Background: an optimization exercise with open tools, aiming at small area, a short achievable clock period and few clock cycles per item. Do not read the settings as production practice.
RTL that was checked went through simulation tests only; none was proved equivalent to the original.

==> flow/design.v (excerpt) <==
module idct_top (
	input logic Clock,
	input logic resetn,
	input logic start,
	input logic [5:0] block_col,
	input logic [4:0] block_row,
	input logic [15:0] SRAM_read_data,
	output logic [15:0] SRAM_write_data,
	output logic [17:0] SRAM_address,
	output logic SRAM_we_n,
	output logic done
);
Size in the first run: roughly 5000 cells after synthesis, about 790 flip-flops, about 66 I/O pins, roughly 53000 um2 of cells after synthesis.
make LEC_CHECK=0 CAP_MARGIN=20 CORE_MARGIN=2 CORE_UTILIZATION=40 SLEW_MARGIN=20 finish   # period 14.0 ns
run.sh (not shown) runs the stock make flow with config.mk's settings and CLKGATE_MAP_FILE= SYNTH_SCRIPT=/design/flow/synth_recipe.tcl, a recipe that flattens the netlist after the stock synthesis.
==> next run, changes <==
--- a/flow/design.v
+++ b/flow/design.v
@@ -285,25 +285,33 @@
 			c_b <= cosv(q4.k, q4.m);
 		end
 		if (q4.v && q4.isrow && q4.p == 2'd0) begin
 			mask <= {(SRAM_read_data != 16'd0), mask[63:1]};
 		end
 	end
 	logic signed [21:0] ph_a;
 	logic signed [22:0] pl_a;
 	logic signed [21:0] ph_b;
 	logic signed [22:0] pl_b;
+	logic signed [5:0] ch_a;
+	logic signed [6:0] cl_a;
+	logic signed [5:0] ch_b;
+	logic signed [6:0] cl_b;
+	assign ch_a = c_a[11:6];
+	assign cl_a = {1'b0, c_a[5:0]};
+	assign ch_b = c_b[11:6];
+	assign cl_b = {1'b0, c_b[5:0]};
 	always_ff @(posedge Clock) begin
-		ph_a <= op_a * $signed(c_a[11:6]);
-		pl_a <= op_a * $signed({1'b0, c_a[5:0]});
-		ph_b <= op_b * $signed(c_b[11:6]);
-		pl_b <= op_b * $signed({1'b0, c_b[5:0]});
+		ph_a <= op_a * ch_a;
+		pl_a <= op_a * cl_a;
+		ph_b <= op_b * ch_b;
+		pl_b <= op_b * cl_b;
 	end
 	logic signed [30:0] acc_a;
 	logic signed [30:0] acc_am;
 	logic signed [30:0] acc_b;
 	logic signed [30:0] acc_bm;
 	logic signed [30:0] xha;
 	logic signed [30:0] xla;
 	logic signed [30:0] xhb;
 	logic signed [30:0] xlb;
 	logic kodd;
- fmax is unchanged
- wire length stays the same
- register-to-register slack stays flat
- cell area stays the same
- non-clock buffer count does not change
- synthesized cell count is unchanged
- critical path depth is unchanged
- synthesized area does not change
Testbench counts after the change, summed over its fixed seeds: cycles 52,353, blocks 256.
No functional check of the RTL was part of the first run of this note.

--- another note on this design; it stands on its own ---

run a:
Design idct_top, start of the top module:
module idct_top (
	input logic Clock,
	input logic resetn,
	input logic start,
	input logic [5:0] block_col,
	input logic [4:0] block_row,
	input logic [15:0] SRAM_read_data,
	output logic [15:0] SRAM_write_data,
	output logic [17:0] SRAM_address,
	output logic SRAM_we_n,
	output logic done
);
	function automatic logic [11:0] cosv(input logic [2:0] k, input logic [2:0] j);
		case ({k, j})
			6'o00: cosv = 12'h5a8;   
			6'o01: cosv = 12'h5a8;   
			6'o02: cosv = 12'h5a8;   
			6'o03: cosv = 12'h5a8;   
			6'o04: cosv = 12'h5a8;   
			6'o05: cosv = 12'h5a8;   
			6'o06: cosv = 12'h5a8;   
			6'o07: cosv = 12'h5a8;   
			6'o10: cosv = 12'h7d8;   
			6'o11: cosv = 12'h6a6;   
			6'o12: cosv = 12'h471;   
			6'o13: cosv = 12'h18f;   
			6'o14: cosv = 12'he71;   
			6'o15: cosv = 12'hb8f;   
			6'o16: cosv = 12'h95a;   
			6'o17: cosv = 12'h828;   
			6'o20: cosv = 12'h764;   
			6'o21: cosv = 12'h30f;   
			6'o22: cosv = 12'hcf1;   
			6'o23: cosv = 12'h89c;   
			6'o24: cosv = 12'h89c;   
			6'o25: cosv = 12'hcf1;   
			6'o26: cosv = 12'h30f;   
			6'o27: cosv = 12'h764;   
			6'o30: cosv = 12'h6a6;   
			6'o31: cosv = 12'he71;   
			6'o32: cosv = 12'h828;   
			6'o33: cosv = 12'hb8f;   
			6'o34: cosv = 12'h471;   
  ...
Size in the first run: about 5100 cells after synthesis, about 0.046 sq mm of cells after synthesis.
export LEC_CHECK = 0
export ABC_AREA = 1
export CAP_MARGIN = 20
export CORE_MARGIN = 2
export CORE_UTILIZATION = 70
export CTS_CLUSTER_DIAMETER = 200
export CTS_CLUSTER_SIZE = 20
export SLEW_MARGIN = 20
create_clock -name core_clock -period 14.0 [get_ports {Clock}]
standard.sh (not shown) runs the stock make flow with config.mk's settings and CLKGATE_MAP_FILE= SYNTH_SCRIPT=/design/flow/synth_recipe.tcl, a recipe that flattens the netlist after the stock synthesis.
==> flow/flow/run.sh <==
#!/bin/bash
# Own layout flow: the standard ORFS flow (standard.sh: unchanged synthesis, floorplan,
# placement, CTS and routing) with two make variables changed:
#  - SETUP_SLACK_MARGIN: the timing-repair steps keep working until the setup slack is this
#    large, so paths are repaired well inside the 14 ns clock;
set -euo pipefail
cd "$(dirname "${BASH_SOURCE[0]}")/.."
bash standard.sh SETUP_SLACK_MARGIN=10.0 "BUFFER_PORTS_ARGS=-buffer_cell sky130_fd_sc_hd__buf_2" finish > flow_standard.log 2>&1
Testbench counts of run a, summed over its fixed seeds: cycles 51,086, blocks 256.
Here is what was changed in the inputs of run b compared with run a.
Settings: CTS_CLUSTER_SIZE no longer set, was 20; CTS_CLUSTER_DIAMETER no longer set, was 200.
--- outcome ---
In run b the post-route cell area turned out 0.0016 sq mm higher than in run a.
The flow did not stop early for run b: all stages ran, and the layout cleared the timing, DRC and antenna checks.
Run a: no failed stages, no open violations at the end
Compared with run a, run b shows a higher number of global-route vias before repair.
In the tables for run b and run a, total clock buffers created by CTS reads higher with run b.

[re-timing with driven ports]
No port has a modelled driver above. Below, the same layouts with a new extraction and two added sets of constraints.
Step 1, drivers: a clkbuf_16 drives Clock and a buf_2 each remaining input, both assumed.
Step 2, shift: input delay + t, output delay - t, t = (earliest + latest rising clock arrival at the registers) / 2. This alone moves slack from input paths to output paths.
Slacks: ideal / step 1 / step 2; pairs: ideal / step 1.
run | shift t [ns] | setup WS [ns] | hold WS [ns] | worst setup path at the end
the first run of note 1 | 0.753 | 8.360 / 8.360 / 8.360 | 0.341 / 0.341 / 0.341 | register to register
the second run of note 1 | 0.753 | 8.360 / 8.360 / 8.360 | 0.341 / 0.341 / 0.341 | register to register
run a | 0.677 | 10.055 / 9.990 / 9.482 | 0.328 / 0.328 / 0.328 | input to register
run b | 0.726 | 10.006 / 9.940 / 9.425 | 0.322 / 0.322 / 0.322 | input to register
After both steps every run listed still meets setup and hold. For run b, which loses most, drivers alone change the setup slack by -0.066 ns; drivers and shift together by -0.581 ns.
